Context: an optimization exercise on an open-source flow, tuned for small area, a short achievable clock period and few clock cycles per item. The choices shown serve that exercise and are no tape-out recipe.
In this exercise RTL edits were held to simulation tests only and were not proved equivalent to the original.
Power is estimated from default activity; no workload was simulated.

### flow/run.sh
#!/bin/bash
# synth_recipe.tcl (not shown) runs the flow's synth.tcl, then flattens the netlist and writes it again
# the make line also repeats each setting of config.mk as NAME=value (left out here)
make -C /OpenROAD-flow-scripts/flow DESIGN_CONFIG=/design/flow/config.mk WORK_HOME=/design/flow/orfs CLKGATE_MAP_FILE= SYNTH_SCRIPT=/design/flow/synth_recipe.tcl finish
### flow/config.mk
export PLATFORM = sky130hd
export DESIGN_NAME = lz77_token_encoder_unit
export DESIGN_NICKNAME = lz77_token_encoder_unit
export VERILOG_FILES = /design/flow/design.v
export SDC_FILE = /design/flow/constraint.sdc
export NUM_CORES = 4
export LEC_CHECK = 0
export CAP_MARGIN = 20
export CORE_MARGIN = 2
export CORE_UTILIZATION = 40
export SETUP_SLACK_MARGIN = 4.0
export SLEW_MARGIN = 20
### flow/constraint.sdc
create_clock -name core_clock -period 6.0 [get_ports {clk}]
set_input_delay 1.2000 -clock core_clock [delete_from_list [all_inputs] [get_ports {clk}]]
set_output_delay 1.2000 -clock core_clock [all_outputs]
set_load 0.01 [all_outputs]
### flow/design.v
`timescale 1ns / 1ps
package lz77_pkg;
  localparam int SEARCH_SIZE_DEF    = 256;
  localparam int LOOKAHEAD_SIZE_DEF = 16;
  localparam int SL_W  = 9;    
  localparam int ML_W  = 4;    
  localparam int OFF_W = 9;
  localparam int LEN_W = 4;
  localparam logic [SL_W-1:0] SEARCH_LIMIT_RST = 9'd5;
  localparam logic [ML_W-1:0] MATCH_LIMIT_RST  = 4'd15;
  localparam logic [1:0] CFG_SEARCH_LIMIT = 2'd0;
  localparam logic [1:0] CFG_MATCH_LIMIT  = 2'd1;
  localparam int ITEM_W = 9;
  localparam int TOK_W = OFF_W + LEN_W + 8 + 1 + 1;
endpackage
`timescale 1ns / 1ps
module lz77_front #(
  parameter int DEPTH = 17
) (
  input  logic       clk,
  input  logic       rst_n,
  input  logic [3:0] cap,
  input  logic       in_valid,
  output logic       in_ready,
  input  logic [7:0] in_byte,
  input  logic       in_last,
  input  logic       pop,
  output logic [7:0] head_byte,
  output logic       head_last,
  output logic       nonempty,
  output logic       owed,         
  output logic       has_last,
  output logic       pushed
);
  logic [7:0] fb_r [DEPTH];
  logic       fl_r [DEPTH];
  logic [4:0] cnt_r, cnt_nxt, cnt_inc, cnt_dec;
  logic [4:0] nl_r, nl_nxt;
  logic       rdy_r, ne_r, owed_r, hl_r;
  logic       push, l_in, l_out;
  logic [4:0] need;
  logic [DEPTH-1:0] at_cnt, at_dec;
  assign push      = in_valid && rdy_r;
  assign in_ready  = rdy_r;
  assign head_byte = fb_r[0];
  assign head_last = fl_r[0];
  assign nonempty  = ne_r;
  assign owed      = owed_r;
  assign has_last  = hl_r;
  assign pushed    = push;
  assign cnt_inc = cnt_r + 5'd1;
  assign cnt_dec = cnt_r - 5'd1;
  assign need    = {1'b0, cap} + 5'd1;
  assign l_in    = push && in_last;
  assign l_out   = pop && fl_r[0];
  always_comb begin
    case ({push, pop})
      2'b10:   cnt_nxt = cnt_inc;
      2'b01:   cnt_nxt = cnt_dec;
      default: cnt_nxt = cnt_r;
    endcase
    case ({l_in, l_out})
      2'b10:   nl_nxt = nl_r + 5'd1;
      2'b01:   nl_nxt = nl_r - 5'd1;
      default: nl_nxt = nl_r;
    endcase
  end
  always_ff @(posedge clk) begin
    if (!rst_n) begin
      cnt_r  <= '0;
      nl_r   <= '0;
      rdy_r  <= 1'b1;
      ne_r   <= 1'b0;
      owed_r <= 1'b0;
      hl_r   <= 1'b0;
    end else begin
      cnt_r <= cnt_nxt;
      nl_r  <= nl_nxt;
      case ({push, pop})
        2'b10: begin
          rdy_r  <= (cnt_inc < 5'(DEPTH));
          ne_r   <= 1'b1;
          owed_r <= (cnt_inc >= need);
        end
        2'b01: begin
          rdy_r  <= 1'b1;
          ne_r   <= (cnt_r != 5'd1);
          owed_r <= (cnt_dec >= need);
        end
        default: begin
          rdy_r  <= (cnt_r < 5'(DEPTH));
          ne_r   <= (cnt_r != 5'd0);
          owed_r <= (cnt_r >= need);
        end
      endcase
      case ({l_in, l_out})
        2'b10:   hl_r <= 1'b1;
        2'b01:   hl_r <= (nl_r != 5'd1);
        default: hl_r <= (nl_r != 5'd0);
      endcase
    end
  end
  always_comb begin
    for (int i = 0; i < DEPTH; i++) begin
      at_cnt[i] = (cnt_r == 5'(i));
      at_dec[i] = (cnt_r == 5'(i + 1));
    end
  end
  always_ff @(posedge clk) begin
    for (int i = 0; i < DEPTH; i++) begin
      if (push && (pop ? at_dec[i] : at_cnt[i])) begin
        fb_r[i] <= in_byte;
        fl_r[i] <= in_last;
      end else if (pop && i < DEPTH - 1) begin
        fb_r[i] <= fb_r[i+1];
        fl_r[i] <= fl_r[i+1];
      end
    end
  end
endmodule
`timescale 1ns / 1ps
module lz77_engine (
  input  logic        clk,
  input  logic        rst_n,
  input  logic [8:0]  window,      
  input  logic [3:0]  cap,         
  input  logic        cfg_write,
  input  logic [7:0]  q_byte,
  input  logic        q_last,
  input  logic        q_nonempty,
  input  logic        q_owed,
  input  logic        q_has_last,
  input  logic        q_pushed,
  output logic        q_pop,
  output logic        tok_valid,
  input  logic        tok_ready,
  output logic [21:0] tok_data,
  output logic        tok_last
);
  localparam int N = 256;
  logic [7:0]   sr_r [N];         
  logic [8:0]   fill_r, fill_nxt;
  logic [8:0]   lim_r;            
  logic         armed_r;
  logic         fire;
  logic [N-1:0] eq, vmask;
  logic         s2_v;
  logic [7:0]   s2_byte;
  logic         s2_last;
  logic [N-1:0] eqv_r;            
  logic [N-1:0] m_r;
  logic         start_r;
  logic [3:0]   j_r;
  logic         pend_r;
  logic [3:0]   pend_len_r;
  logic [N-1:0] nvec;
  logic         any;
  logic         capped;
  logic [8:0]   pe_off;
  logic         push;
  logic [22:0]  push_d;
  logic [2:0]   qv;
  logic [22:0]  qd [3];
  always_comb begin
    logic [15:0] gt_hi, eq_hi, gt_lo;
    for (int a = 0; a < 16; a++) begin
      gt_hi[a] = (lim_r[7:4] > 4'(a));
      eq_hi[a] = (lim_r[7:4] == 4'(a));
      gt_lo[a] = (lim_r[3:0] > 4'(a));
    end
    for (int a = 0; a < 16; a++)
      for (int b = 0; b < 16; b++)
        vmask[16*a+b] = lim_r[8] | gt_hi[a] | (eq_hi[a] & gt_lo[b]);
  end
  always_comb begin
    for (int d = 0; d < N; d++) eq[d] = (sr_r[d] == q_byte);
  end
  logic can_start, known_mid;
  assign known_mid = !s2_v && !start_r;
  assign can_start = armed_r && !qv[1] && (q_has_last || q_owed);
  assign fire  = q_nonempty && !(s2_v && s2_last) && (known_mid || can_start);
  assign q_pop = fire;
  logic [8:0] fill_inc, lim_inc, lim_now;
  assign fill_inc = (fill_r == 9'd256) ? fill_r : fill_r + 9'd1;
  assign lim_inc  = (lim_r < window) ? lim_r + 9'd1 : lim_r;
  assign lim_now  = (fill_r < window) ? fill_r : window;
  assign fill_nxt = !fire ? fill_r : (q_last ? 9'd0 : fill_inc);
  always_ff @(posedge clk) begin
    if (!rst_n) begin
      fill_r  <= '0;
      lim_r   <= '0;
      armed_r <= 1'b0;
      s2_v    <= 1'b0;
    end else begin
      if (q_pushed) armed_r <= 1'b1;
      else if (cfg_write) armed_r <= 1'b0;
      fill_r <= fill_nxt;
      lim_r  <= !fire ? lim_now : (q_last ? 9'd0 : lim_inc);
      s2_v   <= fire;
    end
  end
  always_ff @(posedge clk) begin
    eqv_r <= fire ? (eq & vmask) : '1;
    if (fire) begin
      s2_byte <= q_byte;
      s2_last <= q_last;
      sr_r[0] <= q_byte;
      for (int d = 1; d < N; d++) sr_r[d] <= sr_r[d-1];
    end
  end
  assign nvec   = eqv_r & (m_r | {N{start_r}});
  assign any    = (|(eqv_r & m_r)) || (start_r && (|eqv_r));
  assign capped = (j_r == cap);
  always_comb begin
    logic [511:0] x;
    logic [255:0] v1; logic [0:0] i1 [256];
    logic [127:0] v2; logic [1:0] i2 [128];
    logic [63:0]  v3; logic [2:0] i3 [64];
    logic [31:0]  v4; logic [3:0] i4 [32];
    logic [15:0]  v5; logic [4:0] i5 [16];
    logic [7:0]   v6; logic [5:0] i6 [8];
    logic [3:0]   v7; logic [6:0] i7 [4];
    logic [1:0]   v8; logic [7:0] i8 [2];
    x = {255'd0, m_r, 1'b0};
    for (int k = 0; k < 256; k++) begin
      v1[k] = x[2*k] | x[2*k+1];
      i1[k] = x[2*k] ? 1'b0 : 1'b1;
    end
    for (int k = 0; k < 128; k++) begin
      v2[k] = v1[2*k] | v1[2*k+1];
      i2[k] = v1[2*k] ? {1'b0, i1[2*k]} : {1'b1, i1[2*k+1]};
    end
    for (int k = 0; k < 64; k++) begin
      v3[k] = v2[2*k] | v2[2*k+1];
      i3[k] = v2[2*k] ? {1'b0, i2[2*k]} : {1'b1, i2[2*k+1]};
    end
    for (int k = 0; k < 32; k++) begin
      v4[k] = v3[2*k] | v3[2*k+1];
      i4[k] = v3[2*k] ? {1'b0, i3[2*k]} : {1'b1, i3[2*k+1]};
    end
    for (int k = 0; k < 16; k++) begin
      v5[k] = v4[2*k] | v4[2*k+1];
      i5[k] = v4[2*k] ? {1'b0, i4[2*k]} : {1'b1, i4[2*k+1]};
    end
    for (int k = 0; k < 8; k++) begin
      v6[k] = v5[2*k] | v5[2*k+1];
      i6[k] = v5[2*k] ? {1'b0, i5[2*k]} : {1'b1, i5[2*k+1]};
    end
    for (int k = 0; k < 4; k++) begin
      v7[k] = v6[2*k] | v6[2*k+1];
      i7[k] = v6[2*k] ? {1'b0, i6[2*k]} : {1'b1, i6[2*k+1]};
    end
    for (int k = 0; k < 2; k++) begin
      v8[k] = v7[2*k] | v7[2*k+1];
      i8[k] = v7[2*k] ? {1'b0, i7[2*k]} : {1'b1, i7[2*k+1]};
    end
    pe_off = v8[0] ? {1'b0, i8[0]} : {1'b1, i8[1]};
  end
  assign push   = pend_r || (s2_v && (capped || !any));
  assign push_d = pend_r ? {pe_off, pend_len_r, 8'd0, 1'b0, 1'b1}
                         : {(start_r ? 9'd0 : pe_off), j_r, s2_byte, 1'b1, s2_last};
  logic end_fix, j_go;
  assign end_fix = capped || s2_last;
  assign j_go    = s2_v && !end_fix;
  always_ff @(posedge clk) begin
    if (!rst_n) begin
      start_r <= 1'b1;
      j_r     <= '0;
      pend_r  <= 1'b0;
    end else begin
      start_r <= (s2_v && end_fix) || (!s2_v && start_r) || (s2_v && !any);
      j_r     <= j_go ? (any ? j_r + 4'd1 : 4'd0) : (s2_v ? 4'd0 : j_r);
      pend_r  <= s2_v && !capped && s2_last && any;
    end
  end
  always_ff @(posedge clk) begin
    m_r        <= nvec;
    pend_len_r <= j_r + 4'd1;
  end
  logic       pop_out;
  logic [2:0] qa;
  assign pop_out = qv[0] && tok_ready;
  assign qa = pop_out ? {1'b0, qv[2:1]} : qv;
  always_ff @(posedge clk) begin
    if (!rst_n) begin
      qv <= '0;
    end else begin
      qv <= push ? {qa[1:0], 1'b1} : qa;
    end
  end
  logic        hold0;
  logic [22:0] new0;
  assign hold0 = qv[0] && !tok_ready;
  assign new0  = qv[1] ? qd[1] : push_d;
  always_ff @(posedge clk) begin
    qd[0] <= ({23{hold0}} & qd[0]) | ({23{!hold0}} & new0);
    if (pop_out) begin
      qd[1] <= qv[2] ? qd[2] : push_d;
      qd[2] <= push_d;
    end else begin
      if (!qv[1]) qd[1] <= push_d;
      if (!qv[2]) qd[2] <= push_d;
    end
  end
  assign tok_valid = qv[0];
  assign tok_data  = qd[0][22:1];
  assign tok_last  = qd[0][0];
endmodule
`timescale 1ns / 1ps
module lz77_token_encoder_unit #(
  parameter int SEARCH_SIZE    = lz77_pkg::SEARCH_SIZE_DEF,
  parameter int LOOKAHEAD_SIZE = lz77_pkg::LOOKAHEAD_SIZE_DEF
) (
  input  logic        clk,
  input  logic        rst_n,
  input  logic        in_tvalid,
  output logic        in_tready,
  input  logic [7:0]  in_tdata,    
  input  logic        in_tlast,    
  output logic        out_tvalid,
  input  logic        out_tready,
  output logic [23:0] out_tdata,   
  output logic        out_tlast,   
  input  logic        cfg_valid,
  output logic        cfg_ready,
  input  logic [1:0]  cfg_index,
  input  logic [8:0]  cfg_data
);
  logic [8:0]  window;    
  logic [3:0]  cap;       
  logic [7:0]  q_byte;
  logic        q_last, q_has_last, q_pushed, q_pop;
  logic        q_nonempty, q_owed;
  logic [21:0] tok_data;
  assign cfg_ready = 1'b1;
  always_ff @(posedge clk) begin
    if (!rst_n) begin
      window <= 9'(lz77_pkg::SEARCH_LIMIT_RST);
      cap    <= lz77_pkg::MATCH_LIMIT_RST;
    end else if (cfg_valid) begin
      case (cfg_index)
        lz77_pkg::CFG_SEARCH_LIMIT:
          window <= (cfg_data == '0) ? 9'd1 : (cfg_data > 9'd256) ? 9'd256 : cfg_data;
        lz77_pkg::CFG_MATCH_LIMIT:
          cap <= (cfg_data[3:0] == '0) ? 4'd1 : cfg_data[3:0];
        default: ;
      endcase
    end
  end
  lz77_front u_front (
    .clk       (clk),
    .rst_n     (rst_n),
    .cap       (cap),
    .in_valid  (in_tvalid),
    .in_ready  (in_tready),
    .in_byte   (in_tdata),
    .in_last   (in_tlast),
    .pop       (q_pop),
    .head_byte (q_byte),
    .head_last (q_last),
    .nonempty  (q_nonempty),
    .owed      (q_owed),
    .has_last  (q_has_last),
    .pushed    (q_pushed)
  );
  lz77_engine u_engine (
    .clk        (clk),
    .rst_n      (rst_n),
    .window     (window),
    .cap        (cap),
    .cfg_write  (cfg_valid),
    .q_byte     (q_byte),
    .q_last     (q_last),
    .q_nonempty (q_nonempty),
    .q_owed     (q_owed),
    .q_has_last (q_has_last),
    .q_pushed   (q_pushed),
    .q_pop      (q_pop),
    .tok_valid  (out_tvalid),
    .tok_ready  (out_tready),
    .tok_data   (tok_data),
    .tok_last   (out_tlast)
  );
  assign out_tdata = {2'b00, tok_data[0], tok_data[8:1], tok_data[12:9], tok_data[21:13]};
endmodule
==> summary.txt, run 1 <==
Placement
  • GP Congestion: 0.9354
  • Port Buffer Count: 49
  • Placed insts: 11.85k
  • Detailed placement HPWL: 202800 µm

CTS
  • Max clock buf depth: 4
  • Post-CTS Hold Buffers: 0
  • Total CTS buffers: 301
  • Clk root buf: clkbuf_16
  • H-tree levels: 5
  • Clock transition at the registers of the reported paths: 70 ps
  • Clock sink count: 2843
  • Worst skew pair latency: 890 ps
  • CTS tree: done

Final layout
  • Share of cells above drive strength 1: 28.92%
  • Area grow syn2layout: 39.08%
  • Area of the multi-input gates: 0.04305 mm²
  • Fin nets: 9606
  • Post-route insts no fill: 13.70k
  • Fillers: 22.02k
  • Sequential Area: 0.07932 mm²

GRT
  • Met3 Track Usage GR: 4.319%
  • GR peak layer: met2
  • First-pass GRT wire length: 565500 µm
  • Met2 usage: 40.55%
  • Vias in the first global route: 77.68k
  • Largest net degree at the start of global routing: 96
  • Global route total overflow: 0
  • Total Routing Usage GR: 25.77%
  • Met1 GRT Util: 35.48%
  • Initial antenna violation count: 21

Critical path
  • Critical path required time: 6710 ps
  • Setup Crit Path Kind: reg -> reg
  • Critical Path Start Type: flip-flop
  • Crit. End Element: flip-flop
  • Crit-path max FO: 4
  • FF-to-FF path depth: 8
  • Crit path arrival time: 3660 ps

Power and ir drop
  • VDD IR max: 0.2296 mV
  • Pwr dens: 281.7 mW/mm²
  • Leak pwr: 47.97 nW

Synthesis
  • EDFF count, synth: 2225
  • Synth Area in Adders: 0.5406%
  • Post-synth top cells: edfxtp_1, xnor2_1, dfxtp_1, nand4_1, a21oi_1
  • Area contributors post-synth: edfxtp_1, xnor2_1, dfxtp_1
  • Synth top area share: 56.83%
  • Synth Area in Simple Gates: 5.915%
  • Asr flop ratio synth: 0%
  • Post-Syn Instances: 8141
  • Most numerous cell in the Yosys netlist: edfxtp_1
  • Sequential fraction of the synthesis area: 67.35%
  • Synth Area in Compound Gates: 7.503%
  • Syn avg cell area: 14.44 µm²
  • Post-Syn Area: 0.1176 mm²
  • Multiplexer share of the synthesized area: 1.635%
  • Primary FF master, synth: edfxtp_1
  • Area leader, netlist: edfxtp_1
  • Yosys reg bits: 2843
  • Yosys warns: 15
  • Post-Synth XOR/XNOR Area: 15.44%
  • Netlist cell types: 82
  • Largest family of logic cells by synthesized area: XOR/XNOR gates

Die
  • Die width: 546.2 µm
  • Initial core utilization: 40.12%
  • Die Y-Extent: 546.2 µm
  • Core Footprint: 0.2931 mm²
  • Die ar.: 0.2983 mm²
  • Num rows: 199
  • IO Pins: 53

Route
  • Vias per cell: 5.836
  • DRT antenna net count: 0
  • Aggregate routed wire length: 413000 µm
  • Detailed Routing Iterations Pass 1: 5
  • Wire per inst: 30.15 µm
  • 1st-iter DRT viols: 9484
  • Via Count: 79.93k
  • Residual DRC count: 0

STA
  • Actual slew at the worst max-slew pin: 1100 ps
  • RSZ-0062 raised after global routing: yes
  • Min Tclk post-route: 2950 ps
  • Tcrit/Tclk final: 49.17%
  • Peak Freq: 338.9 MHz
  • Max_slew headroom: 26.37%
  • Final Hold Viols: 0
  • Final Max Tran Viols: 0
  • Max Clock Skew: 55.43 ps
  • WHS: 424.9 ps
  • Final setup fails: 0

Min path
  • Hold Path Class: reg -> reg
  • Hold depth: 0

Flow run
  • Maxcap violations: 0

Run status
  • Run status: finished clean
## where the power goes
group          switching (mW)  internal [mW]
Combinational            3.12           2.81
Sequential              0.253           21.3
Clock                    8.03           10.6
Total                    11.4           34.7
## what timing repair did
action | 4_1_cts | 5_1_grt
setup endpoints to repair | 2900 | 2733
resized for setup | 1920 | 640
pin swaps | 280 | 133
hold endpoints to repair | 0 | 0
gates cloned | 350 | 150
setup buffers | 609 | 190
## state kept, by name (all words and copies together), names as in the netlist, 3 cells and up, named ones only
signal               cells
u_engine.qd             46
u_engine.sr_r         2048
u_engine.lim_r           9
u_front.fb_r           136
u_engine.m_r           256
u_front.fl_r            17
cap                      4
u_engine.eqv_r         256
window                   9
u_engine.fill_r          9
u_engine.j_r             4
u_front.nl_r             5
u_front.cnt_r            5
u_engine.qv              3
u_engine.pend_len_r      4
## worst max-delay path, stage by stage, from the launching register on
cell	delay (ps)
dfxtp_1	390
or4_4	600
a31oi_1	280
o211ai_1	390
a211oi_4	420
a41oi_4	100
a311oi_2	310
o21ai_2	100
o21ai_1	210
## per-stage QoR
stage	area, µm²	utilization (%)	setup slack [ps]	TNS, ps	total power, mW
2_1_floorplan	117600	-	-1588	-1517500	24.52
3_3_place_gp	123100	42.00	1986	0	25.40
3_5_place_dp	123100	42.02	2049	0	25.45
4_1_cts	155300	53.00	3125	0	45.54
5_1_grt	163500	55.79	3014	0	47.21
6_report	163500	55.80	3050	0	46.07
## routing by layer
| layer | part of all wire [%] | wire length [µm] |
|---|---|---|
| met1 | 41 | 167500 |
| met2 | 46 | 189800 |
| met3 | 8.7 | 35820 |
| met4 | 4.8 | 19710 |
| met5 | 0.028 | 116 |
## final timing paths
kind                                      startpoint              endpoint  slack (ps)
worst min-delay path            u_engine.sr_r[95][2]  u_engine.sr_r[96][2]         420
worst max-delay path                u_engine.m_r[58]             flip-flop        3050
worst max register to register      u_engine.m_r[58]             flip-flop        3050
worst min register to register  u_engine.sr_r[95][2]  u_engine.sr_r[96][2]         420
## layout make-up
| type | count | area share (%) |
|---|---|---|
| clock buffer | 415 | 5.235 |
| inverter | 83 | 0.2150 |
| clock inverter | 126 | 0.6535 |
| antenna | 8 | 0.01224 |
| timing repair buffer | 1460 | 15.81 |
| multi-input combinational | 4823 | 26.33 |
| timing repair inverter | 19 | 0.2372 |
| tap | 3919 | 2.999 |
| sequential | 2843 | 48.51 |
## placed cells by master (no fill, tap or decap), types with 31 or more instances in the layout
cell type | synthesis | layout
xnor2_1 | 1853 | 1836
buf_12 | 0 | 279
o31ai_2 | 1 | 101
nand2_1 | 131 | 97
nor3_1 | 42 | 32
nor4_1 | 175 | 98
nor4_2 | 2 | 48
a22o_1 | 65 | 65
buf_4 | 3 | 278
nand4_1 | 516 | 516
ha_1 | 50 | 32
xor2_1 | 219 | 212
o21ai_0 | 129 | 69
a221oi_1 | 68 | 52
clkbuf_16 | 0 | 425
dfxtp_2 | 0 | 36
nand2b_1 | 41 | 32
o31ai_4 | 0 | 120
o21a_1 | 271 | 271
inv_1 | 80 | 66
mux2_2 | 160 | 31
dfxtp_1 | 618 | 559
mux2_4 | 0 | 129
nor2_4 | 0 | 42
buf_16 | 0 | 353
edfxtp_1 | 2225 | 2225
a21oi_1 | 304 | 262
buf_8 | 0 | 102
clkinv_1 | 1 | 36
buf_6 | 0 | 264
nor4_4 | 1 | 32
clkbuf_1 | 281 | 68
nor2_1 | 144 | 107
clkinv_2 | 0 | 49
o21ai_4 | 0 | 42
## cells by family (layout without fill, tap and decap cells)
logic type                 after synthesis  count (layout)
adders and majority gates               51              51
AOI/OAI and AO/OA                     1291            1297
xor gates and xnor gates              2072            2072
muxes                                  172             174
other                                    2              11
DFF                                   2843            2843
buffers and inverters                  498            2103
and+or+nand+nor                       1212            1226
Testbench counts, summed over its fixed seeds: cycles 7,342, bytes 7,200.
==> run 2: changes to the inputs <==
==> flow/flow/run.sh (new file) <==
#!/bin/bash
# The standard layout, except that the port buffers are buf_4 cells
# rather than the delay buffers buffer_ports picks on its own. Every port
# still gets its buffer. The make output goes to standard_flow.log here;
# ORFS keeps each step's log under orfs/logs.
set -euo pipefail
export BUFFER_PORTS_ARGS="-buffer_cell sky130_fd_sc_hd__buf_4"
bash standard.sh > standard_flow.log 2>&1
==> flow/standard.sh (new file) <==
#!/bin/bash
# synth_recipe.tcl (not shown) runs the flow's synth.tcl, then flattens the netlist and writes it again
# the make line also repeats each setting of config.mk as NAME=value (left out here)
make -C /OpenROAD-flow-scripts/flow DESIGN_CONFIG=/design/flow/config.mk WORK_HOME=/design/flow/orfs CLKGATE_MAP_FILE= SYNTH_SCRIPT=/design/flow/synth_recipe.tcl "${@:-finish}"
--- a/flow/config.mk
+++ b/flow/config.mk
@@ -9,4 +9,6 @@
 export CORE_MARGIN = 2
 export CORE_UTILIZATION = 40
-export SETUP_SLACK_MARGIN = 4.0
+export CTS_CLUSTER_DIAMETER = 70
+export CTS_CLUSTER_SIZE = 30
+export SETUP_SLACK_MARGIN = 3.5
 export SLEW_MARGIN = 20
removed: flow/run.sh
==> run 2 against run 1 <==
  * Register-to-register slack barely moved
  * Flip-flop and latch count unchanged
  * Maximum frequency is 0.17% higher
  * Highest routed layer unchanged
  * Synthesized cell count unchanged
  * Largest power group unchanged
  * Critical path depth unchanged
  * Non-clock buffer count shrank 1116
==> summary.txt, run 2 <==
Run status
  • Run status: finished clean

STA
  • Final Max Tran Viols: 0
  • WHS: 423.0 ps
  • Tcrit/Tclk final: 49.09%
  • Peak Freq: 339.5 MHz
  • Final Hold Viols: 0
  • Final setup fails: 0
  • RSZ-0062 raised after global routing: yes
  • Max_slew headroom: 32.25%
  • Actual slew at the worst max-slew pin: 1016 ps
  • Max Clock Skew: 85.26 ps
  • Min Tclk post-route: 2945 ps

Power and ir drop
  • Combinational share of power: 9.9%
  • Internal power consumption: 28.71 mW
  • Seq pwr share: 55.9%
  • VDD IR max: 0.2559 mV
  • Pwr dens: 288.6 mW/mm²
  • Psw: 9.723 mW
  • Clk pwr share: 34.2%
  • Leak pwr: 34.87 nW
  • Sw frac: 25.30%

Synthesis
  • Post-synth top cells: edfxtp_1, xnor2_1, dfxtp_1, nand4_1, a21oi_1
  • Most numerous cell in the Yosys netlist: edfxtp_1
  • Yosys warns: 15
  • Post-Syn Area: 0.1176 mm²
  • EDFF count, synth: 2225
  • Syn avg cell area: 14.44 µm²
  • Post-Syn Instances: 8141
  • Area leader, netlist: edfxtp_1
  • Primary FF master, synth: edfxtp_1
  • Yosys reg bits: 2843
  • Sequential fraction of the synthesis area: 67.35%
  • Area contributors post-synth: edfxtp_1, xnor2_1, dfxtp_1
  • Asr flop ratio synth: 0%
  • Netlist cell types: 82
  • Synth top area share: 56.83%

Route
  • Vias per cell: 5.612
  • Wire per inst: 26.45 µm
  • Detailed Routing Iterations Pass 1: 6
  • 1st-iter DRT viols: 7065
  • DRT antenna net count: 0
  • Residual DRC count: 0
  • Aggregate routed wire length: 325100 µm
  • Via Count: 68.99k

Die
  • Num rows: 199
  • Die width: 546.2 µm
  • Core Footprint: 0.2931 mm²
  • Initial core utilization: 40.12%
  • IO Pins: 53
  • Die ar.: 0.2983 mm²
  • Die Y-Extent: 546.2 µm

GRT
  • Initial antenna violation count: 15
  • First-pass GRT wire length: 470300 µm
  • Vias in the first global route: 67.20k
  • Total Routing Usage GR: 20.97%
  • Largest net degree at the start of global routing: 173
  • Global route total overflow: 0

CTS
  • CTS tree: done
  • Clock sink count: 2843
  • Clk root buf: clkbuf_16
  • Max clock buf depth: 4
  • Post-CTS Hold Buffers: 0
  • Clock transition at the registers of the reported paths: 100 ps
  • H-tree levels: 4
  • Total CTS buffers: 163
  • Worst skew pair latency: 890 ps

Critical path
  • Crit. End Element: flip-flop
  • Critical path required time: 6630 ps
  • FF-to-FF path depth: 8
  • Crit-path max FO: 6
  • CP startpoint: u_engine.m_r[17]
  • Setup Crit Path Kind: reg -> reg
  • R2R Path Start: u_engine.m_r[17]
  • Crit path arrival time: 3580 ps
  • Critical Path Start Type: flip-flop

Flow run
  • Maxcap violations: 0

Final layout
  • Number of flip-flops in the largest register: 2048
  • Fillers: 25.74k
  • Most common cell after layout, fill and taps aside: edfxtp_1
  • Most frequent cells in the layout: edfxtp_1, xnor2_1, dfxtp_1
  • Share of cells above drive strength 1: 13.39%
  • Final Util: 45.45%
  • Area grow syn2layout: 13.30%
  • Top reg by flops: u_engine.sr_r
  • Fin nets: 8318
  • Largest regs: u_engine.sr_r (2048), u_engine.eqv_r (256), u_engine.m_r (256)

Placement
  • GP Congestion: 0.9334
  • Port Buffer Count: 49
  • Detailed placement HPWL: 206700 µm

Min path
  • Hold Path Class: reg -> reg
  • Hold path start: u_engine.sr_r[96][3]
  • Hold depth: 0
## run 2: cell type report
type / instances / area, µm² / share of cell area [%]
clock inverter: 103 / 1436 / 1.078
clock buffer: 189 / 4324 / 3.246
inverter: 83 / 334.1 / 0.2508
multi-input combinational: 4805 / 38590 / 28.97
antenna: 3 / 7.507 / 0.005636
timing repair buffer: 344 / 4313 / 3.238
sequential: 2843 / 79260 / 59.50
timing repair inverter: 3 / 40.04 / 0.03006
tap: 3919 / 4903 / 3.681
## run 2: worst max-delay path, stage by stage (launching register included)
cell,delay (ps)
dfxtp_1,380
nor4_1,440
nand4_1,150
buf_4,230
or2_2,440
a211oi_4,350
o31a_1,340
nor4_1,80
a221o_1,300
## run 2: repair_timing
action | 4_1_cts | 5_1_grt
gates cloned | 18 | 9
endpoints found under the setup margin | 2670 | 788
resized for setup | 378 | 158
pin swaps | 62 | 43
buffers inserted | 109 | 15
## run 2: worst paths after layout
| kind | endpoint | slack (ps) |
|---|---|---|
| setup / recovery | flip-flop | 3050 |
| hold / removal | u_engine.sr_r[97][3] | 420 |
| setup reg to reg | flip-flop | 3050 |
| hold reg to reg | u_engine.sr_r[97][3] | 420 |
## run 2: power by group through the flow
stage	combinational, mW	clock, mW	sequential, mW
after detailed placement	3.53	0	21.9
after CTS	3.75	13.5	21.5
after floorplan	2.63	0	21.9
after global placement	3.46	0	22.0
final	3.79	13.2	21.5
after global routing	4.09	14.1	21.5
## run 2: stage by stage
| stage | cell area (µm²) | power, mW | cells | setup WS, ps | TNS, ps |
|---|---|---|---|---|---|
| 2_1_floorplan | 117600 | 24.52 | 8142 | -1588 | -1517500 |
| 3_3_place_gp | 123000 | 25.42 | 11840 | 1943 | 0 |
| 3_5_place_dp | 123100 | 25.48 | 11850 | 1895 | 0 |
| 4_1_cts | 132100 | 38.68 | 12270 | 3058 | 0 |
| 5_1_grt | 133200 | 39.70 | 12290 | 3015 | 0 |
| 6_report | 133200 | 38.44 | 12290 | 3055 | 0 |
## run 2: cells by family (layout without fill, tap and decap cells)
group           after synthesis  in the layout  share of synthesized area, %
flops                      2843           2843                         67.35
xor+xnor                   2072           2072                         15.44
compound gates             1291           1291                         7.503
simple gates               1212           1215                         5.915
buf+inv                     498            722                         1.613
mux                         172            173                         1.635
fa+ha+maj                    51             51                        0.5406
other cells                   2              6                      0.006388
## run 2: routing by layer
layer  vias to the layer above  global-route usage (%)  wire length (µm)
met5                         -                       0                50
met3                       455                   2.729             19800
met2                      2203                   32.78            148500
met1                     35780                   30.46            146300
li1                      30540                       -                 -
met4                         8                   6.184             10440
==> run 3: changes to the inputs <==
--- a/flow/config.mk
+++ b/flow/config.mk
@@ -9,6 +9,4 @@
 export CORE_MARGIN = 2
 export CORE_UTILIZATION = 40
-export CTS_CLUSTER_DIAMETER = 70
-export CTS_CLUSTER_SIZE = 30
 export SETUP_SLACK_MARGIN = 3.5
 export SLEW_MARGIN = 20
==> run 3 against run 2 <==
  * Total power up 16%
  * Die area unchanged
  * First-iteration DRC count down 4.7%
  * Flip-flop and latch count unchanged
  * Sequential power about the same
  * Global-route usage up 0.31 points
  * Clock power up 45%
==> summary.txt, run 3 <==
CTS
  • Clk root buf: clkbuf_16
  • Total CTS buffers: 310
  • Worst skew pair latency: 890 ps
  • Max clock buf depth: 4
  • Clock sink count: 2843
  • Post-CTS Hold Buffers: 0
  • H-tree levels: 5
  • CTS tree: done
  • Clock transition at the registers of the reported paths: 60 ps

Die
  • IO Pins: 53
  • Die ar.: 0.2983 mm²
  • Core Footprint: 0.2931 mm²
  • Die width: 546.2 µm
  • Die Y-Extent: 546.2 µm
  • Initial core utilization: 40.12%
  • Num rows: 199

Critical path
  • Setup Crit Path Kind: reg -> reg
  • CP most frequent cell: or4_4
  • Flop-to-flop setup slack: 3070 ps
  • Crit path cell chain: or4_4, or4_4, nor4_4, buf_6, nand3_4, a31oi_4, nor4_2, buf_4, mux2_4
  • Crit path arrival time: 3560 ps
  • Critical path required time: 6630 ps
  • Critical Path Start Type: flip-flop
  • Crit-path max FO: 4
  • Worst path max stage delay: 600 ps
  • FF-to-FF path depth: 9
  • Crit. End Element: flip-flop
  • Slowest CP cell: or4_4
  • R2R Path Start: u_engine.m_r[194]

Min path
  • Hold depth: 0
  • Hold path start: u_engine.sr_r[188][6]
  • Hold Path Class: reg -> reg
  • Hold Path Sink: u_engine.sr_r[189][6]

STA
  • Peak Freq: 341.2 MHz
  • Min Tclk post-route: 2931 ps
  • Final Hold Viols: 0
  • Max_slew headroom: 31.13%
  • Final Max Tran Viols: 0
  • Actual slew at the worst max-slew pin: 1033 ps
  • Max Clock Skew: 49.19 ps
  • WHS: 431.9 ps
  • Tcrit/Tclk final: 48.84%
  • RSZ-0062 raised after global routing: yes
  • Final setup fails: 0

Route
  • Via Count: 70.16k
  • DRT antenna net count: 0
  • Wire per inst: 26.24 µm
  • Vias per cell: 5.580
  • Detailed Routing Iterations Pass 1: 5
  • Aggregate routed wire length: 330000 µm
  • 1st-iter DRT viols: 6731
  • Residual DRC count: 0

Synthesis
  • Netlist cell types: 82
  • Post-synth top cells: edfxtp_1, xnor2_1, dfxtp_1, nand4_1, a21oi_1
  • Asr flop ratio synth: 0%
  • Post-Syn Instances: 8141
  • Primary FF master, synth: edfxtp_1
  • Sequential fraction of the synthesis area: 67.35%
  • Yosys warns: 15
  • EDFF count, synth: 2225
  • Syn avg cell area: 14.44 µm²
  • Area leader, netlist: edfxtp_1
  • Most numerous cell in the Yosys netlist: edfxtp_1
  • Synth top area share: 56.83%
  • Post-Syn Area: 0.1176 mm²
  • Yosys reg bits: 2843
  • Area contributors post-synth: edfxtp_1, xnor2_1, dfxtp_1

Placement
  • GP Congestion: 0.9334
  • Port Buffer Count: 49
  • Detailed placement HPWL: 206700 µm
  • Placed insts: 11.85k

Flow run
  • Maxcap violations: 0

Power and ir drop
  • Pwr Total: 44.52 mW
  • Leak pwr: 37.14 nW
  • VDD IR max: 0.2435 mV
  • Pwr dens: 323.3 mW/mm²

GRT
  • Total Routing Usage GR: 21.28%
  • Global route total overflow: 0
  • Vias in the first global route: 68.87k
  • Largest net degree at the start of global routing: 173
  • Initial antenna violation count: 20
  • First-pass GRT wire length: 477100 µm

Final layout
  • Share of cells above drive strength 1: 15.29%
  • Fin nets: 8475
  • Most frequent cells in the layout: edfxtp_1, xnor2_1, dfxtp_1
  • Post-route insts no fill: 12.57k
  • Area grow syn2layout: 17.14%
  • Number of flip-flops in the largest register: 2048
  • Largest regs: u_engine.sr_r (2048), u_engine.eqv_r (256), u_engine.m_r (256)
  • Top reg by flops: u_engine.sr_r
  • Most common cell after layout, fill and taps aside: edfxtp_1

Run status
  • Run status: finished clean
[run 3: cells by family (layout without fill, tap and decap cells)]
kind of cell | after synthesis | in the layout | share of synthesized area, %
DFF | 2843 | 2843 | 67.35
xor gates and xnor gates | 2072 | 2072 | 15.44
AOI/OAI and AO/OA | 1291 | 1291 | 7.503
and+or+nand+nor | 1212 | 1214 | 5.915
buffers and inverters | 498 | 1006 | 1.613
muxes | 172 | 173 | 1.635
adders and majority gates | 51 | 51 | 0.5406
other | 2 | 5 | 0.006388
[run 3: per-stage QoR]
stage / cell area, µm² / util [%] / setup slack [ps] / TNS, ps
2_1_floorplan: 117600 / - / -1588 / -1517500
3_3_place_gp: 123000 / 41.97 / 1943 / 0
3_5_place_dp: 123100 / 41.99 / 1895 / 0
4_1_cts: 136600 / 46.60 / 3050 / 0
5_1_grt: 137700 / 47.00 / 3014 / 0
6_report: 137700 / 47.00 / 3069 / 0
[run 3: cell type report]
cell class	count	area (µm²)
tap	3919	4903
timing repair inverter	3	33.78
multi-input combinational	4804	38630
fill	25280	155300
clock buffer	409	8606
antenna	2	5.005
inverter	83	337.8
clock inverter	156	1564
timing repair buffer	355	4377
sequential	2843	79270
[run 3: worst max-delay path by stage]
stage / from / end / depth (start not counted)
2_1_floorplan: u_engine.armed_r / u_front.cnt_r[2] / 10
3_3_place_gp: u_engine.m_r[66] / flip-flop / 8
3_5_place_dp: u_engine.m_r[6] / flip-flop / 8
4_1_cts: u_engine.m_r[194] / flip-flop / 9
5_1_grt: u_engine.m_r[194] / flip-flop / 9
6_report: u_engine.m_r[194] / flip-flop / 9
[run 3: repair_timing]
action,in CTS,in global routing
pin swaps,82,43
gates cloned,16,9
buffers inserted,110,26
endpoints found under the setup margin,2661,761
endpoints found under the hold margin,0,0
resized for setup,392,159
[run 3: critical path, delay by kind of cell, from the launching register on]
kind,cells,cell delay [ps]
AO/OA/AOI/OAI,1,190
buffers and inverters,2,380
flip-flops,1,340
AND/OR/NAND/NOR,5,1520
multiplexers,1,250
[run 3: power by group]
group | switching (mW) | internal (mW)
Clock | 8.06 | 11.1
Sequential | 0.245 | 21.3
Combinational | 2.24 | 1.57
Total | 10.5 | 34.0
[run 3: routing by layer]
metal | global-route usage, % | wire length (µm) | up-vias
met5 | 0 | 97 | -
met4 | 7.290 | 11660 | 10
met3 | 2.986 | 19460 | 558
met2 | 32.96 | 150000 | 2326
met1 | 30.63 | 148800 | 36270
li1 | - | - | 30990
==> run 4: changes to the inputs <==
--- a/flow/design.v
+++ b/flow/design.v
@@ -212,48 +212,34 @@
   assign any    = (|(eqv_r & m_r)) || (start_r && (|eqv_r));
   assign capped = (j_r == cap);
+  logic [16:0] ga_r;
+  always_ff @(posedge clk) begin
+    logic [271:0] xn;
+    xn = {15'd0, nvec, 1'b0};
+    for (int g = 0; g < 17; g++) ga_r[g] <= |xn[16*g +: 16];
+  end
   always_comb begin
-    logic [511:0] x;
-    logic [255:0] v1; logic [0:0] i1 [256];
-    logic [127:0] v2; logic [1:0] i2 [128];
-    logic [63:0]  v3; logic [2:0] i3 [64];
-    logic [31:0]  v4; logic [3:0] i4 [32];
-    logic [15:0]  v5; logic [4:0] i5 [16];
-    logic [7:0]   v6; logic [5:0] i6 [8];
-    logic [3:0]   v7; logic [6:0] i7 [4];
-    logic [1:0]   v8; logic [7:0] i8 [2];
-    x = {255'd0, m_r, 1'b0};
-    for (int k = 0; k < 256; k++) begin
-      v1[k] = x[2*k] | x[2*k+1];
-      i1[k] = x[2*k] ? 1'b0 : 1'b1;
-    end
-    for (int k = 0; k < 128; k++) begin
-      v2[k] = v1[2*k] | v1[2*k+1];
-      i2[k] = v1[2*k] ? {1'b0, i1[2*k]} : {1'b1, i1[2*k+1]};
-    end
-    for (int k = 0; k < 64; k++) begin
-      v3[k] = v2[2*k] | v2[2*k+1];
-      i3[k] = v2[2*k] ? {1'b0, i2[2*k]} : {1'b1, i2[2*k+1]};
-    end
-    for (int k = 0; k < 32; k++) begin
-      v4[k] = v3[2*k] | v3[2*k+1];
-      i4[k] = v3[2*k] ? {1'b0, i3[2*k]} : {1'b1, i3[2*k+1]};
-    end
-    for (int k = 0; k < 16; k++) begin
-      v5[k] = v4[2*k] | v4[2*k+1];
-      i5[k] = v4[2*k] ? {1'b0, i4[2*k]} : {1'b1, i4[2*k+1]};
-    end
-    for (int k = 0; k < 8; k++) begin
-      v6[k] = v5[2*k] | v5[2*k+1];
-      i6[k] = v5[2*k] ? {1'b0, i5[2*k]} : {1'b1, i5[2*k+1]};
-    end
-    for (int k = 0; k < 4; k++) begin
-      v7[k] = v6[2*k] | v6[2*k+1];
-      i7[k] = v6[2*k] ? {1'b0, i6[2*k]} : {1'b1, i6[2*k+1]};
-    end
-    for (int k = 0; k < 2; k++) begin
-      v8[k] = v7[2*k] | v7[2*k+1];
-      i8[k] = v7[2*k] ? {1'b0, i7[2*k]} : {1'b1, i7[2*k+1]};
+    logic [271:0] x;
+    logic [3:0]   lg [17];
+    logic [16:0]  first;
+    logic         below;
+    logic [4:0]   gsel;
+    logic [3:0]   lsel;
+    x = {15'd0, m_r, 1'b0};
+    for (int g = 0; g < 17; g++) begin
+      lg[g] = 4'd0;
+      for (int b = 15; b >= 0; b--) if (x[16*g+b]) lg[g] = 4'(b);
+    end
+    below = 1'b0;
+    for (int g = 0; g < 17; g++) begin
+      first[g] = ga_r[g] && !below;
+      below = below || ga_r[g];
+    end
+    gsel = '0;
+    lsel = '0;
+    for (int g = 0; g < 17; g++) begin
+      gsel = gsel | ({5{first[g]}} & 5'(g));
+      lsel = lsel | ({4{first[g]}} & lg[g]);
     end
-    pe_off = v8[0] ? {1'b0, i8[0]} : {1'b1, i8[1]};
+    pe_off = {gsel, lsel};
   end
   assign push   = pend_r || (s2_v && (capped || !any));
--- a/flow/config.mk
+++ b/flow/config.mk
@@ -9,4 +9,6 @@
 export CORE_MARGIN = 2
 export CORE_UTILIZATION = 40
+export CTS_CLUSTER_DIAMETER = 70
+export CTS_CLUSTER_SIZE = 30
 export SETUP_SLACK_MARGIN = 3.5
 export SLEW_MARGIN = 20
==> run 4 against run 3 <==
  * Flip-flop and latch count grew 16
  * Clock-buffer cell count down 230
  * Sequential share of layout area grew 1.6 points
  * Core utilization shrank 1.3 points
  * Routed wire length is 2.5% higher
  * Combinational power rose by 18%
  * Total power decreased by 11%
  * Clock skew increased by 24 ps
  * Hold slack worse by 29 ps
  * Via count grew 1.3%
  * First-iteration DRC count rose by 16%
  * Synthesized area grew 0.81%
  * Critical path type unchanged
  * Largest power group unchanged
==> summary.txt, run 4 <==
GRT
  • First-pass GRT wire length: 491300 µm
  • Total Routing Usage GR: 21.86%
  • Largest net degree at the start of global routing: 193
  • Vias in the first global route: 69.70k
  • Global route total overflow: 0
  • Initial antenna violation count: 9

Route
  • Wire per inst: 27.21 µm
  • 1st-iter DRT viols: 7821
  • Residual DRC count: 0
  • Detailed Routing Iterations Pass 1: 6
  • Aggregate routed wire length: 338200 µm
  • Via Count: 71.05k
  • DRT antenna net count: 0
  • Vias per cell: 5.715

STA
  • Final WS setup: 3082 ps
  • Final Hold Viols: 0
  • Max_slew headroom: 32.28%
  • Actual slew at the worst max-slew pin: 1007 ps
  • Min Tclk post-route: 2918 ps
  • Tcrit/Tclk final: 48.63%
  • RSZ-0062 raised after global routing: yes
  • Final setup fails: 0
  • Max Clock Skew: 73.55 ps
  • Setup_tns: 0 ps
  • Peak Freq: 342.7 MHz
  • Final Max Tran Viols: 0

Final layout
  • Most common cell after layout, fill and taps aside: edfxtp_1
  • Fin area: 0.1346 mm²
  • Area grow syn2layout: 13.56%
  • Fillers: 25.81k
  • Largest regs: u_engine.sr_r (2040), u_engine.eqv_r (256), u_engine.m_r (256)
  • Area of the multi-input gates: 0.03902 mm²
  • Number of flip-flops in the largest register: 2040
  • Sequential Area: 0.07968 mm²
  • Share of cells above drive strength 1: 13.82%
  • Most frequent cells in the layout: edfxtp_1, xnor2_1, dfxtp_1
  • Top reg by flops: u_engine.sr_r
  • Fin nets: 8464

Synthesis
  • Sequential fraction of the synthesis area: 67.08%
  • Post-Syn Area: 0.1185 mm²
  • Yosys reg bits: 2859
  • Area contributors post-synth: edfxtp_1, xnor2_1, dfxtp_1
  • Primary FF master, synth: edfxtp_1
  • Syn avg cell area: 14.34 µm²
  • Area leader, netlist: edfxtp_1
  • Most numerous cell in the Yosys netlist: edfxtp_1
  • Asr flop ratio synth: 0%
  • Post-Syn Instances: 8267
  • Synth top area share: 56.37%
  • Yosys warns: 8
  • Netlist cell types: 88
  • EDFF count, synth: 2225
  • Post-synth top cells: edfxtp_1, xnor2_1, dfxtp_1, nand4_1, xor2_1

Power and ir drop
  • VDD IR max: 0.2243 mV
  • Sw frac: 26.33%
  • Psw: 10.43 mW
  • Combinational share of power: 11.3%
  • Pwr Total: 39.61 mW
  • Leak pwr: 40.36 nW
  • Pwr dens: 294.3 mW/mm²
  • Seq pwr share: 55.9%
  • Clk pwr share: 32.8%
  • Internal power consumption: 29.18 mW

Critical path
  • Slowest CP cell: a2111oi_4
  • Crit. End Element: flip-flop
  • Crit-path max FO: 7
  • FF-to-FF path depth: 9
  • Crit path arrival time: 3570 ps
  • Setup Crit Path Kind: reg -> reg
  • R2R Path Start: u_engine.ga_r[2]
  • Worst path depth: 9
  • Flop-to-flop setup slack: 3080 ps
  • Critical path's top delay family: simple AND/OR/NAND/NOR gates
  • Worst path max stage delay: 590 ps
  • Crit path cell chain: or4_4, buf_6, nor4_4, nand3_4, nand4_1, a2111oi_4, nand3_2, nor3_4, o21ai_2
  • WP buf/inv: 1
  • CP startpoint: u_engine.ga_r[2]
  • Critical Path Start Type: flip-flop
  • Critical path required time: 6660 ps

CTS
  • H-tree levels: 4
  • Total CTS buffers: 159
  • CTS tree: done
  • Worst skew pair latency: 920 ps
  • Clock transition at the registers of the reported paths: 110 ps
  • Clk root buf: clkbuf_16
  • Post-CTS Hold Buffers: 0
  • Max clock buf depth: 4
  • Clock sink count: 2859

Min path
  • Hold Path Class: reg -> reg

Placement
  • Place WS: 1953 ps
  • DP Area: 0.1240 mm²
  • Detailed placement HPWL: 216700 µm
  • Port Buffer Count: 49
  • GP Congestion: 0.9476

Die
  • Initial core utilization: 40.27%
  • Die ar.: 0.3007 mm²
  • Die width: 548.3 µm
  • IO Pins: 53
  • Die Y-Extent: 548.3 µm
  • Core Footprint: 0.2943 mm²
  • Num rows: 199

Run status
  • Run status: finished clean

Flow run
  • Maxcap violations: 0
[run 4: cell count changes in the layout (fill, tap and decap cells not counted), moves of 37 or more]
cell	change
clkbuf_16	-163
dfxtp_2	+52
nand4_1	-37
clkbuf_1	-53
clkinv_2	-45
xnor2_1	-151
xor2_1	+149
dfxtp_1	-41
nor4_1	+84
clkinv_1	-44
nor2_1	+47
[run 4: power groups by stage]
stage / Combinational, mW / Clock (mW) / Sequential (mW)
floorplan: 3.11 / 0 / 22.4
global placement: 4.11 / 0 / 22.6
detailed placement: 4.16 / 0 / 22.6
CTS: 4.47 / 13.3 / 22.1
global route: 4.85 / 13.9 / 22.2
finish: 4.49 / 13.0 / 22.1
[run 4: cell type report]
| type | instances | share of cell area [%] |
|---|---|---|
| Clock inverter | 105 | 1.102 |
| Tap cell | 3919 | 3.643 |
| Timing Repair Buffer | 366 | 3.691 |
| Timing Repair inverter | 3 | 0.02138 |
| Sequential cell | 2859 | 59.20 |
| Clock buffer | 179 | 3.085 |
| Inverter | 85 | 0.2594 |
| Antenna cell | 2 | 0.003719 |
| Multi-Input combinational cell | 4914 | 29.00 |
[run 4: logic make-up (layout without fill, tap and decap cells)]
family                   after synthesis  after routing  share of synthesized area [%]
buffers and inverters                498            738                          1.616
AND/OR/NAND/NOR                     1329           1332                          6.330
flip-flops                          2859           2859                          67.08
AO/OA/AOI/OAI                       1282           1282                          7.482
XOR/XNOR                            2070           2070                          15.30
multiplexers                         175            175                          1.642
adder cells (fa/ha/maj)               52             52                         0.5468
other                                  2              5                       0.006336
[run 4: worst min path at each step]
stage          slack (ps)             startpoint  cells after the start                     to
2_1_floorplan         420     u_front.fb_r[0][0]                      0    u_engine.s2_byte[0]
3_3_place_gp          430      u_engine.qd[2][4]                      2      u_engine.qd[2][4]
3_5_place_dp          450     u_engine.qd[2][21]                      2     u_engine.qd[2][21]
4_1_cts               400  u_engine.sr_r[159][3]                      0  u_engine.sr_r[160][3]
5_1_grt               430  u_engine.sr_r[159][3]                      0  u_engine.sr_r[160][3]
6_report              400  u_engine.sr_r[159][3]                      0  u_engine.sr_r[160][3]
[run 4: layer usage]
metal	part of all wire [%]	up-vias	global-route usage (%)
met2	46	2658	34.41
met1	44	36750	31.23
met5	0.0098	-	0
met4	3.5	6	6.946
li1	-	31120	-
met3	6.8	517	2.996
[run 4: through the flow]
stage / instances / hold WS, ps / util [%]
CTS: 12400 / 402.2 / 45.39
floorplan: 8268 / 424.4 / -
global placement: 11970 / 434.4 / 42.12
detailed placement: 11980 / 445.8 / 42.14
finish: 12430 / 403.0 / 45.73
global route: 12430 / 427.3 / 45.73
[run 4: what timing repair did]
| action | 4_1_cts | 5_1_grt |
|---|---|---|
| setup endpoints to repair | 2622 | 773 |
| buffers inserted | 97 | 23 |
| pin swaps | 66 | 66 |
| cloned | 44 | 6 |
| gates resized for setup | 427 | 163 |
Testbench counts of run 4, summed over its fixed seeds: cycles 7,342, bytes 7,200.
==> run 5: changes to the inputs <==
--- a/flow/config.mk
+++ b/flow/config.mk
@@ -11,4 +11,4 @@
 export CTS_CLUSTER_DIAMETER = 70
 export CTS_CLUSTER_SIZE = 30
-export SETUP_SLACK_MARGIN = 3.5
+export SETUP_SLACK_MARGIN = 3.3
 export SLEW_MARGIN = 20
==> run 5 against run 4 <==
  * Critical path depth decreased by 1
  * Total power decreased by 0.25%
  * Largest power group unchanged
  * Still clean
  * Via count decreased by 0.84%
  * Combinational power decreased by 2%
  * Final cell count decreased by 0.39%
  * Synthesized area unchanged
  * Worst setup slack improved by 59 ps
==> summary.txt, run 5 <==
Run status
  • Run status: finished clean

STA
  • Peak Freq: 349.8 MHz
  • WHS: 407.2 ps
  • Final Hold Viols: 0
  • Max Clock Skew: 69.69 ps
  • RSZ-0062 raised after global routing: yes
  • Max_slew headroom: 19.96%
  • Setup_tns: 0 ps
  • Min Tclk post-route: 2859 ps
  • Final Max Tran Viols: 0
  • Tcrit/Tclk final: 47.65%
  • Final setup fails: 0
  • Actual slew at the worst max-slew pin: 1190 ps

Critical path
  • CP startpoint: u_engine.m_r[78]
  • Crit-path max FO: 3
  • Crit path cell chain: nor4_4, nand3_2, nand3_4, nand4_1, a2111oi_4, nand3_2, nor3_4, o21ai_2
  • Critical path required time: 6660 ps
  • Flop-to-flop setup slack: 3140 ps
  • FF-to-FF path depth: 8
  • Worst path depth: 8
  • Crit. End Element: flip-flop
  • Critical path's top delay family: simple AND/OR/NAND/NOR gates
  • Critical Path Start Type: flip-flop
  • Crit path arrival time: 3520 ps
  • Worst path max stage delay: 570 ps
  • WP buf/inv: 0
  • Slowest CP cell: a2111oi_4
  • CP most frequent cell: nand3_2
  • R2R Path Start: u_engine.m_r[78]
  • Setup Crit Path Kind: reg -> reg

GRT
  • GR peak layer: met2
  • First-pass GRT wire length: 483400 µm
  • Met1 GRT Util: 30.83%
  • Initial antenna violation count: 7
  • Largest net degree at the start of global routing: 193
  • Total Routing Usage GR: 21.46%
  • Vias in the first global route: 69.02k
  • Met2 usage: 33.92%
  • Met3 Track Usage GR: 2.867%
  • Global route total overflow: 0

Final layout
  • Largest regs: u_engine.sr_r (2040), u_engine.eqv_r (256), u_engine.m_r (256)
  • Fin nets: 8412
  • Most common cell after layout, fill and taps aside: edfxtp_1
  • Sequential Area: 0.07961 mm²
  • Share of cells above drive strength 1: 12.21%
  • Number of flip-flops in the largest register: 2040
  • Fillers: 25.93k
  • Area grow syn2layout: 12.39%
  • Fin area: 0.1332 mm²
  • Most frequent cells in the layout: edfxtp_1, xnor2_1, dfxtp_1
  • Final Util: 45.26%
  • Area of the multi-input gates: 0.03862 mm²
  • Top reg by flops: u_engine.sr_r

Die
  • Die ar.: 0.3007 mm²
  • Die width: 548.3 µm
  • Die Y-Extent: 548.3 µm
  • Core Footprint: 0.2943 mm²
  • IO Pins: 53
  • Num rows: 199
  • Initial core utilization: 40.27%

Route
  • DRT antenna net count: 0
  • 1st-iter DRT viols: 7941
  • Wire per inst: 26.90 µm
  • Via Count: 70.45k
  • Vias per cell: 5.689
  • Detailed Routing Iterations Pass 1: 8
  • Residual DRC count: 0
  • Aggregate routed wire length: 333100 µm

CTS
  • Worst skew pair latency: 920 ps
  • CTS tree: done
  • Clk root buf: clkbuf_16
  • Total CTS buffers: 159
  • H-tree levels: 4
  • Max clock buf depth: 4
  • Clock sink count: 2859
  • Clock transition at the registers of the reported paths: 110 ps

Synthesis
  • Syn avg cell area: 14.34 µm²
  • Most numerous cell in the Yosys netlist: edfxtp_1
  • Synth top area share: 56.37%
  • Yosys reg bits: 2859
  • Area leader, netlist: edfxtp_1
  • EDFF count, synth: 2225
  • Post-Syn Area: 0.1185 mm²
  • Primary FF master, synth: edfxtp_1
  • Post-synth top cells: edfxtp_1, xnor2_1, dfxtp_1, nand4_1, xor2_1
  • Yosys warns: 8
  • Asr flop ratio synth: 0%
  • Netlist cell types: 88
  • Post-Syn Instances: 8267
  • Area contributors post-synth: edfxtp_1, xnor2_1, dfxtp_1
  • Sequential fraction of the synthesis area: 67.08%

Min path
  • Hold depth: 0
  • Hold path start: u_engine.sr_r[159][3]
  • Hold Path Sink: u_engine.sr_r[160][3]
  • Hold Path Class: reg -> reg

Placement
  • DP Area: 0.1240 mm²
  • Detailed placement HPWL: 216700 µm
  • Port Buffer Count: 49
  • GP Congestion: 0.9476

Flow run
  • Maxcap violations: 0

Power and ir drop
  • Leak pwr: 39.83 nW
  • Pwr dens: 296.6 mW/mm²
  • VDD IR max: 0.2249 mV
  • Pwr Total: 39.51 mW
-- run 5: report_power, final --
part / switching (mW) / leakage [nW] / internal, mW
combinational: 2.55 / 11.9 / 1.83
sequential: 0.461 / 25.3 / 21.7
clock: 7.38 / 2.72 / 5.63
-- run 5: layout make-up --
class                   count  area share [%]
well taps                3919           3.681
multi-input cells        4911           28.99
repair inverters            3         0.01972
inverters                  85          0.2517
clock inverters           105           1.113
flip-flops and latches   2859           59.76
clock buffers             179           3.116
diodes                      5        0.009393
repair buffers            317           3.054
-- run 5: stage by stage --
stage,std cells,setup WS [ps]
final,12380,3141
after detailed placement,11980,1953
after global routing,12380,3131
after CTS,12340,3149
after global placement,11970,1535
after floorplan,8268,-1404
-- run 5: cells by family after synthesis --
logic type               count (synthesis)  share of synthesized area (%)
other                                    2                       0.006336
AO/OA/AOI/OAI                         1282                          7.482
multiplexers                           175                          1.642
buffers and inverters                  498                          1.616
flip-flops                            2859                          67.08
XOR/XNOR                              2070                          15.30
AND/OR/NAND/NOR                       1329                          6.330
adder cells (fa/ha/maj)                 52                         0.5468
-- run 5: how the worst max path moves through the flow --
stage	end	slack, ps
after CTS	out_tdata[2]	3150
after detailed placement	u_engine.eqv_r[94]	1950
after global placement	flip-flop	1530
final	flip-flop	3140
after floorplan	u_front.cnt_r[2]	-1400
after global routing	flip-flop	3130
-- run 5: repair_timing --
action | CTS | global route
pin swaps | 39 | 58
cloned | 19 | 14
setup buffers | 63 | 22
gates resized for setup | 269 | 149
setup endpoints to repair | 2589 | 1104
hold endpoints to repair | 0 | 0
hold buffers | 0 | 0
-- run 5: routing by layer --
| layer | wire [µm] | part of all wire [%] | vias up |
|---|---|---|---|
| met1 | 147700 | 44 | 36570 |
| met5 | 23 | 0.0069 | - |
| met2 | 153500 | 46 | 2425 |
| met4 | 10160 | 3.0 | 4 |
| li1 | - | - | 31000 |
| met3 | 21680 | 6.5 | 456 |
==> run 6: changes to the inputs <==
--- a/flow/design.v
+++ b/flow/design.v
@@ -213,21 +213,19 @@
   assign capped = (j_r == cap);
   logic [16:0] ga_r;
+  logic [3:0]  lg_r [17];
   always_ff @(posedge clk) begin
     logic [271:0] xn;
     xn = {15'd0, nvec, 1'b0};
-    for (int g = 0; g < 17; g++) ga_r[g] <= |xn[16*g +: 16];
+    for (int g = 0; g < 17; g++) begin
+      ga_r[g] <= |xn[16*g +: 16];
+      lg_r[g] <= 4'd0;
+      for (int b = 15; b >= 0; b--) if (xn[16*g+b]) lg_r[g] <= 4'(b);
+    end
   end
   always_comb begin
-    logic [271:0] x;
-    logic [3:0]   lg [17];
     logic [16:0]  first;
     logic         below;
     logic [4:0]   gsel;
     logic [3:0]   lsel;
-    x = {15'd0, m_r, 1'b0};
-    for (int g = 0; g < 17; g++) begin
-      lg[g] = 4'd0;
-      for (int b = 15; b >= 0; b--) if (x[16*g+b]) lg[g] = 4'(b);
-    end
     below = 1'b0;
     for (int g = 0; g < 17; g++) begin
@@ -239,5 +237,5 @@
     for (int g = 0; g < 17; g++) begin
       gsel = gsel | ({5{first[g]}} & 5'(g));
-      lsel = lsel | ({4{first[g]}} & lg[g]);
+      lsel = lsel | ({4{first[g]}} & lg_r[g]);
     end
     pe_off = {gsel, lsel};
--- a/flow/config.mk
+++ b/flow/config.mk
@@ -11,4 +11,4 @@
 export CTS_CLUSTER_DIAMETER = 70
 export CTS_CLUSTER_SIZE = 30
-export SETUP_SLACK_MARGIN = 3.3
+export SETUP_SLACK_MARGIN = 3.0
 export SLEW_MARGIN = 20
==> run 6 against run 5 <==
  * Synthesized area rose by 0.73%
  * Sequential power hardly changed
  * Hold slack gained 9.9 ps
  * Flip-flop and latch count increased by 64
  * Core utilization shrank 0.76 points
  * Final cell count grew 0.69%
  * Critical path depth shrank 1
  * Die area rose by 0.73%
==> summary.txt, run 6 <==
CTS
  • Clk root buf: clkbuf_16
  • H-tree levels: 4
  • Max clock buf depth: 4
  • Clock sink count: 2923
  • Worst skew pair latency: 900 ps
  • CTS tree: done
  • Clock transition at the registers of the reported paths: 110 ps
  • Total CTS buffers: 163
  • Post-CTS Hold Buffers: 0

GRT
  • Total Routing Usage GR: 20.39%
  • Met3 Track Usage GR: 2.641%
  • GR peak layer: met2
  • Largest net degree at the start of global routing: 142
  • Met2 usage: 32.29%
  • Met1 GRT Util: 29.40%
  • First-pass GRT wire length: 464100 µm
  • Initial antenna violation count: 13
  • Vias in the first global route: 68.14k
  • Global route total overflow: 0

Run status
  • Run status: finished clean

STA
  • Peak Freq: 331.2 MHz
  • RSZ-0062 raised after global routing: yes
  • Final setup fails: 0
  • Min Tclk post-route: 3019 ps
  • WHS: 417.1 ps
  • Actual slew at the worst max-slew pin: 1037 ps
  • Max Clock Skew: 61.83 ps
  • Final Hold Viols: 0
  • Final Max Tran Viols: 0
  • Max_slew headroom: 30.46%
  • Tcrit/Tclk final: 50.32%

Die
  • Die Y-Extent: 550.3 µm
  • Initial core utilization: 40.19%
  • Core Footprint: 0.2970 mm²
  • Die width: 550.3 µm
  • Num rows: 200
  • Die ar.: 0.3029 mm²
  • IO Pins: 53

Final layout
  • Fin nets: 8474
  • Fillers: 26.18k
  • Most frequent cells in the layout: edfxtp_1, xnor2_1, dfxtp_1
  • Area grow syn2layout: 10.71%
  • Number of flip-flops in the largest register: 2040
  • Top reg by flops: u_engine.sr_r
  • Share of cells above drive strength 1: 10.05%
  • Largest regs: u_engine.sr_r (2040), u_engine.eqv_r (256), u_engine.m_r (256)
  • Most common cell after layout, fill and taps aside: edfxtp_1
  • Area of the multi-input gates: 0.03702 mm²
  • Sequential Area: 0.08082 mm²
  • Post-route insts no fill: 12.47k

Route
  • DRT antenna net count: 0
  • Aggregate routed wire length: 317100 µm
  • Residual DRC count: 0
  • Via Count: 69.12k
  • Wire per inst: 25.43 µm
  • 1st-iter DRT viols: 7224
  • Detailed Routing Iterations Pass 1: 9
  • Vias per cell: 5.544

Critical path
  • Crit. End Element: flip-flop
  • Critical path required time: 6690 ps
  • Slowest CP cell: o31ai_1
  • Crit path cell chain: buf_4, inv_1, nand2_1, nor2_1, buf_4, a21oi_1, o31ai_1
  • Worst path max stage delay: 630 ps
  • CP most frequent cell: buf_4
  • Setup Crit Path Kind: reg -> reg
  • Critical Path Start Type: flip-flop
  • Crit-path max FO: 11
  • Crit path arrival time: 3700 ps

Power and ir drop
  • Leak pwr: 39.40 nW
  • Combinational share of power: 9.6%
  • Pwr dens: 298.3 mW/mm²
  • Psw: 10.07 mW
  • Clk pwr share: 34.0%
  • Seq pwr share: 56.4%
  • VDD IR max: 0.2418 mV
  • Internal power consumption: 29.36 mW
  • Sw frac: 25.54%

Flow run
  • Maxcap violations: 0

Min path
  • Hold Path Class: reg -> reg

Synthesis
  • Post-synth top cells: edfxtp_1, xnor2_1, dfxtp_1, nand4_1, xor2_1
  • Yosys reg bits: 2923
  • Yosys warns: 8
  • Most numerous cell in the Yosys netlist: edfxtp_1
  • EDFF count, synth: 2225
  • Sequential fraction of the synthesis area: 67.67%
  • Asr flop ratio synth: 0%
  • Synth top area share: 55.96%
  • Post-Syn Area: 0.1194 mm²
  • Area contributors post-synth: edfxtp_1, xnor2_1, dfxtp_1
  • Area leader, netlist: edfxtp_1
  • Primary FF master, synth: edfxtp_1
  • Netlist cell types: 77
  • Syn avg cell area: 14.23 µm²
  • Post-Syn Instances: 8393

Placement
  • Detailed placement HPWL: 206600 µm
  • Port Buffer Count: 49
  • Placed insts: 12.13k
  • GP Congestion: 0.9228
## run 6: path summary, 6_finish.rpt
check | end | cells past startpoint | startpoint | slack (ps)
setup / recovery | u_engine.eqv_r[87] | 7 | u_engine.lim_r[7] | 2980
hold / removal | u_engine.sr_r[179][4] | 0 | u_engine.sr_r[178][4] | 420
setup reg to reg | u_engine.eqv_r[87] | 7 | u_engine.lim_r[7] | 2980
hold reg to reg | u_engine.sr_r[179][4] | 0 | u_engine.sr_r[178][4] | 420
## run 6: layer usage
| metal | share of wire (%) | wire length [µm] | vias to the layer above |
|---|---|---|---|
| met1 | 45 | 144300 | 35670 |
| met4 | 2.9 | 9169 | 0 |
| met3 | 5.7 | 18220 | 396 |
| met2 | 46 | 145500 | 2164 |
| li1 | - | - | 30900 |
| met5 | 0 | 0 | - |
## run 6: repair_timing
| item | in CTS | in global routing |
|---|---|---|
| resized for setup | 94 | 69 |
| setup endpoints to repair | 2423 | 178 |
| cloned | 9 | 1 |
| pin swaps | 13 | 19 |
| buffers inserted | 23 | 7 |
## run 6: power groups by stage
stage                     sequential, mW  clock [mW]  combinational, mW
final                               22.2        13.4               3.78
after global routing                22.3        14.4               4.10
after CTS                           22.2        13.7               3.81
after detailed placement            22.7           0               3.70
after global placement              22.7           0               3.67
after floorplan                     22.6           0               2.78
## run 6: stage by stage
stage	power, mW	TNS, ps	worst slack [ps]	utilization, %	instance area [µm²]
after floorplan	25.39	-1367570	-1530	-	119500
after global placement	26.38	0	1619	42.06	124900
after detailed placement	26.42	0	1597	42.07	125000
after CTS	39.76	0	2988	44.36	131800
after global routing	40.74	0	2981	44.50	132200
final	39.43	0	2981	44.50	132200
## run 6: worst max-delay path, delay by kind of cell, from the launching register on
| kind | cells | cell delay, ps |
|---|---|---|
| AND/OR/NAND/NOR | 2 | 560 |
| buffers and inverters | 3 | 940 |
| flip-flops | 1 | 540 |
| AO/OA/AOI/OAI | 2 | 740 |
## run 6: cell families (layout without fill, tap and decap cells)
logic type,Yosys count,after routing,share of synthesized area (%)
DFF,2923,2923,67.67
buffers and inverters,609,740,1.950
xor gates and xnor gates,2072,2072,15.20
other,2,6,0.006290
adders and majority gates,52,52,0.5429
AOI/OAI and AO/OA,1316,1316,7.279
muxes,177,177,1.653
and+or+nand+nor,1242,1243,5.702
## run 6: final cells by class
class	count	share of cell area [%]
well taps	3939	3.729
repair buffers	257	2.098
clock buffers	182	3.203
repair inverters	2	0.02082
flip-flops and latches	2923	61.14
diodes	3	0.005679
inverters	188	0.5537
clock inverters	111	1.238
multi-input cells	4863	28.01
Testbench counts of run 6, summed over its fixed seeds: cycles 7,342, bytes 7,200.

[separate check: timing with driven ports]
How much do the figures lean on ideal ports? The routed layouts below were timed once more, with nothing changed but the port constraints. Step 1 (the two cells are an assumption about what drives the block):
set clk [get_ports {clk}]
set_driving_cell -lib_cell sky130_fd_sc_hd__clkbuf_16 $clk
set_driving_cell -lib_cell sky130_fd_sc_hd__buf_2 [delete_from_list [all_inputs] $clk]
Step 2, shift: input delay + t, output delay - t, t = (earliest + latest rising clock arrival at the registers) / 2. This alone moves slack from input paths to output paths. a / b / c = ideal ports / drivers / drivers and shift; a / b = the first two.
run	t, ns	slack for setup (ns)	worst register clock-pin slew, ns	worst data-port slew with drivers (ns)	cell pins on the clock port's net
run 1	0.965	3.050 / 3.050 / 2.781	0.07 / 0.07	0.06	1
run 2	0.949	3.055 / 3.055 / 2.662	0.11 / 0.11	0.08	1
run 3	0.958	3.069 / 3.069 / 2.701	0.07 / 0.07	0.08	1
run 4	0.983	3.082 / 3.082 / 2.855	0.12 / 0.12	0.03	1
run 5	0.970	3.141 / 3.118 / 2.648	0.12 / 0.12	0.03	1
run 6	0.961	2.981 / 2.981 / 2.589	0.12 / 0.12	0.04	1
After both steps every run listed still meets setup and hold. For run 5, which loses most, drivers alone change the setup slack by -0.023 ns; drivers and shift together by -0.493 ns.
